Context: an optimization exercise on an open-source flow, tuned for small area, a short achievable clock period and few clock cycles per item. The choices shown serve that exercise and are no tape-out recipe.
In this exercise RTL edits were held to simulation tests only and were not proved equivalent to the original.

**flow/run.sh**
```bash
#!/bin/bash
# synth_recipe.tcl (not shown) runs the flow's synth.tcl, then flattens the netlist and writes it again
# the make line also repeats each setting of config.mk as NAME=value (left out here)
make -C /OpenROAD-flow-scripts/flow DESIGN_CONFIG=/design/flow/config.mk WORK_HOME=/design/flow/orfs CLKGATE_MAP_FILE= SYNTH_SCRIPT=/design/flow/synth_recipe.tcl finish
```
**flow/config.mk**
```make
export PLATFORM = sky130hd
export DESIGN_NAME = rational_arith_unit
export DESIGN_NICKNAME = rational_arith_unit
export VERILOG_FILES = /design/flow/design.v
export SDC_FILE = /design/flow/constraint.sdc
export NUM_CORES = 4
export LEC_CHECK = 0
export CAP_MARGIN = 20
export CORE_MARGIN = 2
export CORE_UTILIZATION = 40
export SLEW_MARGIN = 20
```
**flow/constraint.sdc**
```tcl
create_clock -name core_clock -period 10.0 [get_ports {clk}]
set_input_delay 2.0000 -clock core_clock [delete_from_list [all_inputs] [get_ports {clk}]]
set_output_delay 2.0000 -clock core_clock [all_outputs]
set_load 0.01 [all_outputs]
```
**flow/design.v**
```verilog
package rau_pkg;
    localparam int NUM_W       = 34;
    localparam int DEN_W       = 33;
    localparam int OUT_TDATA_W = ((NUM_W + DEN_W + 7) / 8) * 8;
    localparam int CMD_W       = 2;
    localparam int STATUS_W    = 2;
    typedef enum logic [CMD_W-1:0] {
        CMD_ADD = 2'd0,
        CMD_SUB = 2'd1,
        CMD_MUL = 2'd2,
        CMD_DIV = 2'd3
    } cmd_t;
    typedef enum logic [STATUS_W-1:0] {
        ST_OK       = 2'd0,
        ST_BAD_DEN  = 2'd1,
        ST_DIV_ZERO = 2'd2
    } status_t;
    typedef enum logic [3:0] {
        OP_NOP       = 4'd0,
        OP_LOAD      = 4'd1,
        OP_MUL_A     = 4'd2,
        OP_MUL_B     = 4'd3,
        OP_MUL_C     = 4'd4,
        OP_COMBINE   = 4'd5,
        OP_GCD       = 4'd6,
        OP_DIV_SETUP = 4'd7,
        OP_DIV       = 4'd8,
        OP_ZERO      = 4'd9,
        OP_EMIT      = 4'd10
    } dp_op_t;
    typedef enum logic [2:0] {
        C_NONE     = 3'd0,
        C_ALWAYS   = 3'd1,
        C_NO_INPUT = 3'd2,
        C_BAD      = 3'd3,
        C_NUM_ZERO = 3'd4,
        C_GCD_BUSY = 3'd5,
        C_CNT_NZ   = 3'd6,
        C_OUT_BUSY = 3'd7
    } cond_t;
    typedef logic [3:0] step_t;
    localparam step_t STEP_IDLE    = 4'd0;
    localparam step_t STEP_CHECK   = 4'd1;
    localparam step_t STEP_MUL_A   = 4'd2;
    localparam step_t STEP_MUL_B   = 4'd3;
    localparam step_t STEP_MUL_C   = 4'd4;
    localparam step_t STEP_COMBINE = 4'd5;
    localparam step_t STEP_ZTEST   = 4'd6;
    localparam step_t STEP_GCD     = 4'd7;
    localparam step_t STEP_DSETUP  = 4'd8;
    localparam step_t STEP_DIV     = 4'd9;
    localparam step_t STEP_FINISH  = 4'd10;
    localparam step_t STEP_ZERO    = 4'd11;
    typedef struct packed {
        dp_op_t op;
        cond_t  cond;
        step_t  jump;
        step_t  next;
    } uword_t;
    typedef struct packed {
        logic bad;
        logic num_zero;
        logic gcd_busy;
        logic cnt_nz;
    } dp_flags_t;
endpackage
module rau_seq (
    input  logic               clk,
    input  logic               rst_n,
    input  logic               in_valid,
    input  logic               out_busy,
    input  rau_pkg::dp_flags_t flags,
    output rau_pkg::dp_op_t    op,
    output logic               idle
);
    rau_pkg::step_t  step_reg;
    rau_pkg::step_t  step_next;
    rau_pkg::uword_t uword;
    logic            cond_true;
    always_comb
    begin
        case (step_reg)
            rau_pkg::STEP_IDLE:    uword = {rau_pkg::OP_LOAD,      rau_pkg::C_NO_INPUT, rau_pkg::STEP_IDLE,   rau_pkg::STEP_CHECK};
            rau_pkg::STEP_CHECK:   uword = {rau_pkg::OP_NOP,       rau_pkg::C_BAD,      rau_pkg::STEP_ZERO,   rau_pkg::STEP_MUL_A};
            rau_pkg::STEP_MUL_A:   uword = {rau_pkg::OP_MUL_A,     rau_pkg::C_NONE,     rau_pkg::STEP_IDLE,   rau_pkg::STEP_MUL_B};
            rau_pkg::STEP_MUL_B:   uword = {rau_pkg::OP_MUL_B,     rau_pkg::C_NONE,     rau_pkg::STEP_IDLE,   rau_pkg::STEP_MUL_C};
            rau_pkg::STEP_MUL_C:   uword = {rau_pkg::OP_MUL_C,     rau_pkg::C_NONE,     rau_pkg::STEP_IDLE,   rau_pkg::STEP_COMBINE};
            rau_pkg::STEP_COMBINE: uword = {rau_pkg::OP_COMBINE,   rau_pkg::C_NONE,     rau_pkg::STEP_IDLE,   rau_pkg::STEP_ZTEST};
            rau_pkg::STEP_ZTEST:   uword = {rau_pkg::OP_NOP,       rau_pkg::C_NUM_ZERO, rau_pkg::STEP_ZERO,   rau_pkg::STEP_GCD};
            rau_pkg::STEP_GCD:     uword = {rau_pkg::OP_GCD,       rau_pkg::C_GCD_BUSY, rau_pkg::STEP_GCD,    rau_pkg::STEP_DSETUP};
            rau_pkg::STEP_DSETUP:  uword = {rau_pkg::OP_DIV_SETUP, rau_pkg::C_NONE,     rau_pkg::STEP_IDLE,   rau_pkg::STEP_DIV};
            rau_pkg::STEP_DIV:     uword = {rau_pkg::OP_DIV,       rau_pkg::C_CNT_NZ,   rau_pkg::STEP_DIV,    rau_pkg::STEP_FINISH};
            rau_pkg::STEP_FINISH:  uword = {rau_pkg::OP_EMIT,      rau_pkg::C_OUT_BUSY, rau_pkg::STEP_FINISH, rau_pkg::STEP_IDLE};
            rau_pkg::STEP_ZERO:    uword = {rau_pkg::OP_ZERO,      rau_pkg::C_NONE,     rau_pkg::STEP_IDLE,   rau_pkg::STEP_FINISH};
            default:               uword = {rau_pkg::OP_NOP,       rau_pkg::C_ALWAYS,   rau_pkg::STEP_IDLE,   rau_pkg::STEP_IDLE};
        endcase
        op    = uword.op;
        idle  = (step_reg == rau_pkg::STEP_IDLE);
    end
    always_comb
    begin
        case (uword.cond)
            rau_pkg::C_NONE:     cond_true = 1'b0;
            rau_pkg::C_ALWAYS:   cond_true = 1'b1;
            rau_pkg::C_NO_INPUT: cond_true = !in_valid;
            rau_pkg::C_BAD:      cond_true = flags.bad;
            rau_pkg::C_NUM_ZERO: cond_true = flags.num_zero;
            rau_pkg::C_GCD_BUSY: cond_true = flags.gcd_busy;
            rau_pkg::C_CNT_NZ:   cond_true = flags.cnt_nz;
            rau_pkg::C_OUT_BUSY: cond_true = out_busy;
            default:             cond_true = 1'b0;
        endcase
        step_next = cond_true ? uword.jump : uword.next;
    end
    always_ff @(posedge clk or negedge rst_n)
    begin
        if (!rst_n)
        begin
            step_reg <= rau_pkg::STEP_IDLE;
        end
        else
        begin
            step_reg <= step_next;
        end
    end
endmodule
module rau_datapath #(
    parameter int OPERAND_WIDTH = 16
) (
    input  logic                            clk,
    input  rau_pkg::dp_op_t                 op,
    input  logic [rau_pkg::CMD_W-1:0]       command,
    input  logic signed [OPERAND_WIDTH-1:0] a_num,
    input  logic signed [OPERAND_WIDTH-1:0] a_den,
    input  logic signed [OPERAND_WIDTH-1:0] b_num,
    input  logic signed [OPERAND_WIDTH-1:0] b_den,
    output rau_pkg::dp_flags_t              flags,
    output logic [rau_pkg::NUM_W-1:0]       result_num,
    output logic [rau_pkg::DEN_W-1:0]       result_den,
    output rau_pkg::status_t                status
);
    localparam int W  = OPERAND_WIDTH;
    localparam int PW = 2 * W;
    localparam int MW = 2 * W + 1;
    localparam int CW = $clog2(MW + 1);
    localparam int XW = (MW > rau_pkg::NUM_W) ? MW : rau_pkg::NUM_W;
    rau_pkg::cmd_t    cmd_reg,    cmd_next;
    rau_pkg::status_t status_reg, status_next;
    logic             a_neg_reg,  a_neg_next;
    logic             b_neg_reg,  b_neg_next;
    logic [W-1:0]     an_reg,     an_next;
    logic [W-1:0]     ad_reg,     ad_next;
    logic [W-1:0]     bn_reg,     bn_next;
    logic [W-1:0]     bd_reg,     bd_next;
    logic [PW-1:0]    t1_reg,     t1_next;
    logic [PW-1:0]    t2_reg,     t2_next;
    logic [MW-1:0]    n_reg,      n_next;
    logic [MW-1:0]    d_reg,      d_next;
    logic             neg_reg,    neg_next;
    logic [MW-1:0]    u_reg,      u_next;
    logic [MW-1:0]    v_reg,      v_next;
    logic [MW-1:0]    rem_n_reg,  rem_n_next;
    logic [MW-1:0]    rem_d_reg,  rem_d_next;
    logic [CW-1:0]    cnt_reg,    cnt_next;
    logic [W-1:0]  an_mag, ad_mag, bn_mag, bd_mag;
    logic [W-1:0]  mul_x, mul_y;
    logic [PW-1:0] mul_p;
    logic [MW-1:0] t1x, t2x, sum, diff;
    logic          s1, s2;
    logic [MW-1:0] comb_num;
    logic          comb_neg;
    logic [MW:0]   tn, td, gx, tn_sub, td_sub;
    logic          qn, qd;
    logic [XW-1:0] n_ext, n_signed, d_ext;
    always_comb
    begin
        an_mag = a_num[W-1] ? W'(-a_num) : W'(a_num);
        ad_mag = a_den[W-1] ? W'(-a_den) : W'(a_den);
        bn_mag = b_num[W-1] ? W'(-b_num) : W'(b_num);
        bd_mag = b_den[W-1] ? W'(-b_den) : W'(b_den);
    end
    always_comb
    begin
        case (op)
            rau_pkg::OP_MUL_A:
            begin
                mul_x = an_reg;
                mul_y = (cmd_reg == rau_pkg::CMD_MUL) ? bn_reg : bd_reg;
            end
            rau_pkg::OP_MUL_B:
            begin
                mul_x = bn_reg;
                mul_y = ad_reg;
            end
            default:
            begin
                mul_x = ad_reg;
                mul_y = (cmd_reg == rau_pkg::CMD_DIV) ? bn_reg : bd_reg;
            end
        endcase
        mul_p = PW'(mul_x) * PW'(mul_y);
    end
    always_comb
    begin
        t1x  = MW'(t1_reg);
        t2x  = MW'(t2_reg);
        sum  = t1x + t2x;
        diff = t1x - t2x;
        s1   = a_neg_reg && (t1_reg != '0);
        s2   = ((cmd_reg == rau_pkg::CMD_SUB) ? !b_neg_reg : b_neg_reg) && (t2_reg != '0);
        if (cmd_reg == rau_pkg::CMD_MUL || cmd_reg == rau_pkg::CMD_DIV)
        begin
            comb_num = t1x;
            comb_neg = a_neg_reg ^ b_neg_reg;
        end
        else if (s1 == s2)
        begin
            comb_num = sum;
            comb_neg = s1;
        end
        else if (t1_reg >= t2_reg)
        begin
            comb_num = diff;
            comb_neg = s1;
        end
        else
        begin
            comb_num = -diff;
            comb_neg = s2;
        end
    end
    always_comb
    begin
        gx     = {1'b0, u_reg};
        tn     = {rem_n_reg, n_reg[MW-1]};
        td     = {rem_d_reg, d_reg[MW-1]};
        tn_sub = tn - gx;
        td_sub = td - gx;
        qn     = (tn >= gx);
        qd     = (td >= gx);
    end
    always_comb
    begin
        cmd_next    = cmd_reg;
        status_next = status_reg;
        a_neg_next  = a_neg_reg;
        b_neg_next  = b_neg_reg;
        an_next     = an_reg;
        ad_next     = ad_reg;
        bn_next     = bn_reg;
        bd_next     = bd_reg;
        t1_next     = t1_reg;
        t2_next     = t2_reg;
        n_next      = n_reg;
        d_next      = d_reg;
        neg_next    = neg_reg;
        u_next      = u_reg;
        v_next      = v_reg;
        rem_n_next  = rem_n_reg;
        rem_d_next  = rem_d_reg;
        cnt_next    = cnt_reg;
        case (op)
            rau_pkg::OP_LOAD:
            begin
                cmd_next   = rau_pkg::cmd_t'(command);
                a_neg_next = a_num[W-1] ^ a_den[W-1];
                b_neg_next = b_num[W-1] ^ b_den[W-1];
                an_next    = an_mag;
                ad_next    = ad_mag;
                bn_next    = bn_mag;
                bd_next    = bd_mag;
                if (a_den == '0 || b_den == '0)
                begin
                    status_next = rau_pkg::ST_BAD_DEN;
                end
                else if (rau_pkg::cmd_t'(command) == rau_pkg::CMD_DIV && b_num == '0)
                begin
                    status_next = rau_pkg::ST_DIV_ZERO;
                end
                else
                begin
                    status_next = rau_pkg::ST_OK;
                end
            end
            rau_pkg::OP_MUL_A:
            begin
                t1_next = mul_p;
            end
            rau_pkg::OP_MUL_B:
            begin
                t2_next = mul_p;
            end
            rau_pkg::OP_MUL_C:
            begin
                d_next = MW'(mul_p);
                v_next = MW'(mul_p);
            end
            rau_pkg::OP_COMBINE:
            begin
                n_next   = comb_num;
                u_next   = comb_num;
                neg_next = comb_neg;
                cnt_next = '0;
            end
            rau_pkg::OP_GCD:
            begin
                if (u_reg != v_reg)
                begin
                    if (!u_reg[0] && !v_reg[0])
                    begin
                        u_next   = u_reg >> 1;
                        v_next   = v_reg >> 1;
                        cnt_next = cnt_reg + 1'b1;
                    end
                    else if (!u_reg[0])
                    begin
                        u_next = u_reg >> 1;
                    end
                    else if (!v_reg[0])
                    begin
                        v_next = v_reg >> 1;
                    end
                    else if (u_reg > v_reg)
                    begin
                        u_next = u_reg - v_reg;
                    end
                    else
                    begin
                        v_next = v_reg - u_reg;
                    end
                end
            end
            rau_pkg::OP_DIV_SETUP:
            begin
                u_next     = u_reg << cnt_reg;
                rem_n_next = '0;
                rem_d_next = '0;
                cnt_next   = CW'(MW - 1);
            end
            rau_pkg::OP_DIV:
            begin
                n_next     = {n_reg[MW-2:0], qn};
                d_next     = {d_reg[MW-2:0], qd};
                rem_n_next = qn ? tn_sub[MW-1:0] : tn[MW-1:0];
                rem_d_next = qd ? td_sub[MW-1:0] : td[MW-1:0];
                if (cnt_reg != '0)
                begin
                    cnt_next = cnt_reg - 1'b1;
                end
            end
            rau_pkg::OP_ZERO:
            begin
                n_next   = '0;
                d_next   = MW'(1);
                neg_next = 1'b0;
            end
            default:
            begin
                cnt_next = cnt_reg;
            end
        endcase
    end
    always_ff @(posedge clk)
    begin
        cmd_reg    <= cmd_next;
        status_reg <= status_next;
        a_neg_reg  <= a_neg_next;
        b_neg_reg  <= b_neg_next;
        an_reg     <= an_next;
        ad_reg     <= ad_next;
        bn_reg     <= bn_next;
        bd_reg     <= bd_next;
        t1_reg     <= t1_next;
        t2_reg     <= t2_next;
        n_reg      <= n_next;
        d_reg      <= d_next;
        neg_reg    <= neg_next;
        u_reg      <= u_next;
        v_reg      <= v_next;
        rem_n_reg  <= rem_n_next;
        rem_d_reg  <= rem_d_next;
        cnt_reg    <= cnt_next;
    end
    always_comb
    begin
        flags.bad      = (status_reg != rau_pkg::ST_OK);
        flags.num_zero = (n_reg == '0);
        flags.gcd_busy = (u_reg != v_reg);
        flags.cnt_nz   = (cnt_reg != '0);
    end
    always_comb
    begin
        n_ext      = XW'(n_reg);
        n_signed   = neg_reg ? (~n_ext + XW'(1)) : n_ext;
        d_ext      = XW'(d_reg);
        result_num = n_signed[rau_pkg::NUM_W-1:0];
        result_den = d_ext[rau_pkg::DEN_W-1:0];
        status     = status_reg;
    end
endmodule
module rational_arith_unit #(
    parameter  int OPERAND_WIDTH = 16,
    localparam int IN_TDATA_W    = ((4 * OPERAND_WIDTH + 7) / 8) * 8
) (
    input  logic                               clk,
    input  logic                               rst_n,
    input  logic                               s_tvalid,
    output logic                               s_tready,
    input  logic [IN_TDATA_W-1:0]              s_tdata,    
    input  logic [rau_pkg::CMD_W-1:0]          s_tuser,    
    output logic                               m_tvalid,
    input  logic                               m_tready,
    output logic [rau_pkg::OUT_TDATA_W-1:0]    m_tdata,    
    output logic [rau_pkg::STATUS_W-1:0]       m_tuser     
);
    localparam int W = OPERAND_WIDTH;
    rau_pkg::dp_op_t    op;
    rau_pkg::dp_flags_t flags;
    logic               idle;
    logic               out_busy;
    logic               out_load;
    logic signed [W-1:0] a_num, a_den, b_num, b_den;
    logic [rau_pkg::NUM_W-1:0] result_num;
    logic [rau_pkg::DEN_W-1:0] result_den;
    rau_pkg::status_t   status;
    logic                            m_tvalid_reg, m_tvalid_next;
    logic [rau_pkg::OUT_TDATA_W-1:0] m_tdata_reg,  m_tdata_next;
    logic [rau_pkg::STATUS_W-1:0]    m_tuser_reg,  m_tuser_next;
    assign a_num = s_tdata[W-1:0];
    assign a_den = s_tdata[2*W-1:W];
    assign b_num = s_tdata[3*W-1:2*W];
    assign b_den = s_tdata[4*W-1:3*W];
    rau_seq u_seq (
        .clk      (clk),
        .rst_n    (rst_n),
        .in_valid (s_tvalid),
        .out_busy (out_busy),
        .flags    (flags),
        .op       (op),
        .idle     (idle)
    );
    rau_datapath #(
        .OPERAND_WIDTH (OPERAND_WIDTH)
    ) u_datapath (
        .clk        (clk),
        .op         (op),
        .command    (s_tuser),
        .a_num      (a_num),
        .a_den      (a_den),
        .b_num      (b_num),
        .b_den      (b_den),
        .flags      (flags),
        .result_num (result_num),
        .result_den (result_den),
        .status     (status)
    );
    assign s_tready = idle;
    always_comb
    begin
        out_busy      = m_tvalid_reg && !m_tready;
        out_load      = (op == rau_pkg::OP_EMIT) && !out_busy;
        m_tvalid_next = out_load ? 1'b1 : (m_tready ? 1'b0 : m_tvalid_reg);
        m_tdata_next  = out_load ? rau_pkg::OUT_TDATA_W'({result_den, result_num})
                                 : m_tdata_reg;
        m_tuser_next  = out_load ? status : m_tuser_reg;
    end
    always_ff @(posedge clk or negedge rst_n)
    begin
        if (!rst_n)
        begin
            m_tvalid_reg <= 1'b0;
        end
        else
        begin
            m_tvalid_reg <= m_tvalid_next;
        end
    end
    always_ff @(posedge clk)
    begin
        m_tdata_reg <= m_tdata_next;
        m_tuser_reg <= m_tuser_next;
    end
    assign m_tvalid = m_tvalid_reg;
    assign m_tdata  = m_tdata_reg;
    assign m_tuser  = m_tuser_reg;
endmodule
```
==> results.cfg <==
[run_status]
status = complete, no violations

[logic_synthesis]
synthFlopType = edfxtp_1
synthCells = 4385
synth_warnings = 3
yosysSeqAreaShare_pct = 30.7
yosys_register_bits = 413
synth-edff-count = 408
synth.avg_cell_area_um2 = 9.20
ys_types = 93
mappedNetlistArea_mm2 = 0.0403
async_reset_ff_share_pct = 1.21

[drt]
drc = 0
vias = 34200
firstDrtPassIters = 8
avgRoutedWirePerCell_um = 24.1
viasPerCell = 5.93
first_iter_violations = 3768
wl_mm = 139
ant_nets = 0

[flow_run]
drv_cap = 0

[critical_path]
crit_type = reg2reg
cpMostUsedCell = fa_1
cp.depth = 32
cp_top_family = adder cells
crit_path_start = u_seq.step_reg[3]
r2r_end = u_datapath.v_reg[30]
reg2reg_depth = 32
cpPeakStageDelay_ps = 660
crit_path_top_delay_cell = dfrtp_1
crit_fanout = 66
critical_path_required_ps = 10480
critPathBufInv = 6
end_kind = flop
endpoint = u_datapath.v_reg[30]
crit_arrival_ps = 9760
critical_path.startpoint_type = flop
reg2reg_slack_ps = 720
r2r_start = u_seq.step_reg[3]

[cts]
clk_pin_slew_worst_paths_ps = 60
postCtsSetupBuffers = 0
cts_root_buffer = clkbuf_16
cts.sinks = 413
cts-htree-levels = 2
cts_resized = 0
clkLatencyLatePin_ps = 630
cts_buffers = 47
cts_tree = built
max-clock-path-buffers = 3
cts_hold_buf = 0

[layout]
largest_register_ffs = 67
nNetsFinal = 5033
final_common_cell = nand2_1
layout-drive-gt1-share_pct = 5.27
area_growth_pct = 11.2
layout_common_cells = nand2_1, inv_1, edfxtp_1

[hold_path]
hold_class = reg2reg

[sta]
worstMarginPinSlew_ps = 1320
fmax_ghz = 0.108
slew_viol_final = 0
tns_ps = 0
layout_min_cycle_time_ps = 9280
slew_headroom_pct = 10.6
layout_worst_path_cycle_share_pct = 92.8
hold_violations = 0
setup_viol = 0
rsz0062_at_grt = no
fin_worst_skew_ps = 43.5

[die]
core_mm2 = 0.100
fp.dieH_um = 322
io_pins = 146
rows = 116
start_util_pct = 40.3
die_area_mm2 = 0.103
dieWidth_um = 322

[global_routing]
antenna_found_initial = 2
grt_first_pass_wirelength_mm = 208
grt_use_total_pct = 26.4
overflow = 0
grt_max_degree = 71
grt_pass1_vias = 32600

[place]
place.gp.congestion = 0.977
portBuffers = 140
hpwl_mm = 108
==> worst reg2reg max path, delay by kind of cell, from the launching register on <==
family | cells | cell delay [ps]
buf+inv | 6 | 1370
fa+ha+maj | 7 | 3430
compound gates | 11 | 2440
simple gates | 8 | 1280
flops | 1 | 660
==> worst min path at each step <==
stage / start / cells after the start / slack, ps / endpoint
after detailed placement: u_datapath.d_reg[13] / 0 / 440 / m_tdata[47]
final: u_datapath.d_reg[2] / 0 / 460 / m_tdata[36]
after floorplan: u_datapath.d_reg[31] / 0 / 420 / m_tdata[65]
after CTS: u_datapath.status_reg[1] / 0 / 460 / m_tuser_reg[1]
after global routing: u_datapath.status_reg[1] / 0 / 470 / m_tuser_reg[1]
after global placement: u_datapath.status_reg[0] / 0 / 430 / m_tuser_reg[0]
==> cell usage after synthesis (all sizes together) (8+ instances only) <==
cell type,count,share of area [%]
nand2,440,4.1
inv,414,3.9
edfxtp,408,30
nor2,368,3.4
ha,317,9.8
a21oi,282,3.5
o21ai,244,3.0
xnor2,236,5.1
fa,201,10
clkbuf,170,1.6
a21o,120,2.2
nor3,87,1.1
mux2i,86,2.1
xor2,76,1.7
nand2b,65,1.0
nand3,57,0.71
o31ai,47,0.92
o21a,41,0.76
a31oi,39,0.62
and2,39,0.60
buf,39,0.47
nor4,39,0.64
a211oi,38,0.73
a22o,36,0.78
o21bai,35,0.65
nand4,34,0.53
nor2b,30,0.47
or3,30,0.51
and3,26,0.40
a221oi,24,0.52
mux4,24,1.3
o221ai,23,0.50
a222oi,20,0.50
a32oi,20,0.43
o22ai,18,0.28
or2,16,0.25
o211ai,15,0.28
o41ai,15,0.33
o311ai,14,0.30
a21boi,12,0.23
a221o,11,0.27
a211o,10,0.22
or4,10,0.19
and4,8,0.17
o22a,8,0.17
==> layout make-up <==
class / count / area (um^2)
clock inverters: 26 / 343
fillers: 9701 / 55200
flip-flops and latches: 413 / 12400
inverters: 418 / 1570
diodes: 1 / 2.50
clock buffers: 58 / 1240
well taps: 1298 / 1620
multi-input cells: 3349 / 25700
repair buffers: 216 / 1970
==> through the flow <==
stage | cell area (um^2) | worst slack [ps] | cells | hold slack [ps] | utilization (%)
finish | 44800 | 721 | 5779 | 456 | 44.8
floorplan | 40300 | 248 | 4389 | 417 | -
CTS | 44800 | 736 | 5778 | 458 | 44.8
global route | 44800 | 93.3 | 5778 | 466 | 44.8
global placement | 43300 | 867 | 5694 | 430 | 43.2
detailed placement | 43300 | 740 | 5694 | 440 | 43.3
==> routing by layer <==
layer	share of wire (%)	wire, um	global-route usage, %	vias to the layer above
met5	0	0	0	-
met4	5.3	7420	12.5	0
met3	7.2	9990	3.40	294
met2	45	62000	41.5	1506
met1	43	59600	36.2	16600
li1	-	-	-	15800
==> kinds of logic after synthesis <==
family / Yosys count / synth area share [%]
simple gates: 1268 / 14.5
compound gates: 1132 / 18.7
buf+inv: 627 / 5.94
fa+ha+maj: 518 / 19.8
flops: 413 / 30.7
xor+xnor: 312 / 6.77
mux: 114 / 3.59
other cells: 1 / 0.00930
Testbench counts, summed over its fixed seeds: cycles 200,731, items 2,400.

-- re-timing with driven ports --
Ports are ideal in the flow. The routed layout listed here was re-timed in OpenROAD. Step 1 sets driving cells, clkbuf_16 on the clock port and buf_2 on the other inputs (assumed; they add their load-dependent delay and slew). Step 2 also shifts input and output timing later by t, the mid clock arrival at the registers, as if the neighbouring blocks saw the same clock. Three values: no drivers, after step 1, after step 2; two values: the first two.
shift t [ns]: 0.684
setup WS [ns]: 0.721 / 0.721 / 0.721
clock arrival spread, ns: 0.044 / 0.044
slew at the worst register clock pin (ns): 0.08 / 0.08
worst slew at a driven data input, ns: 0.08
After both steps this run still meets setup and hold. For this run, drivers alone change the setup slack by 0.000 ns; drivers and shift together by 0.000 ns.
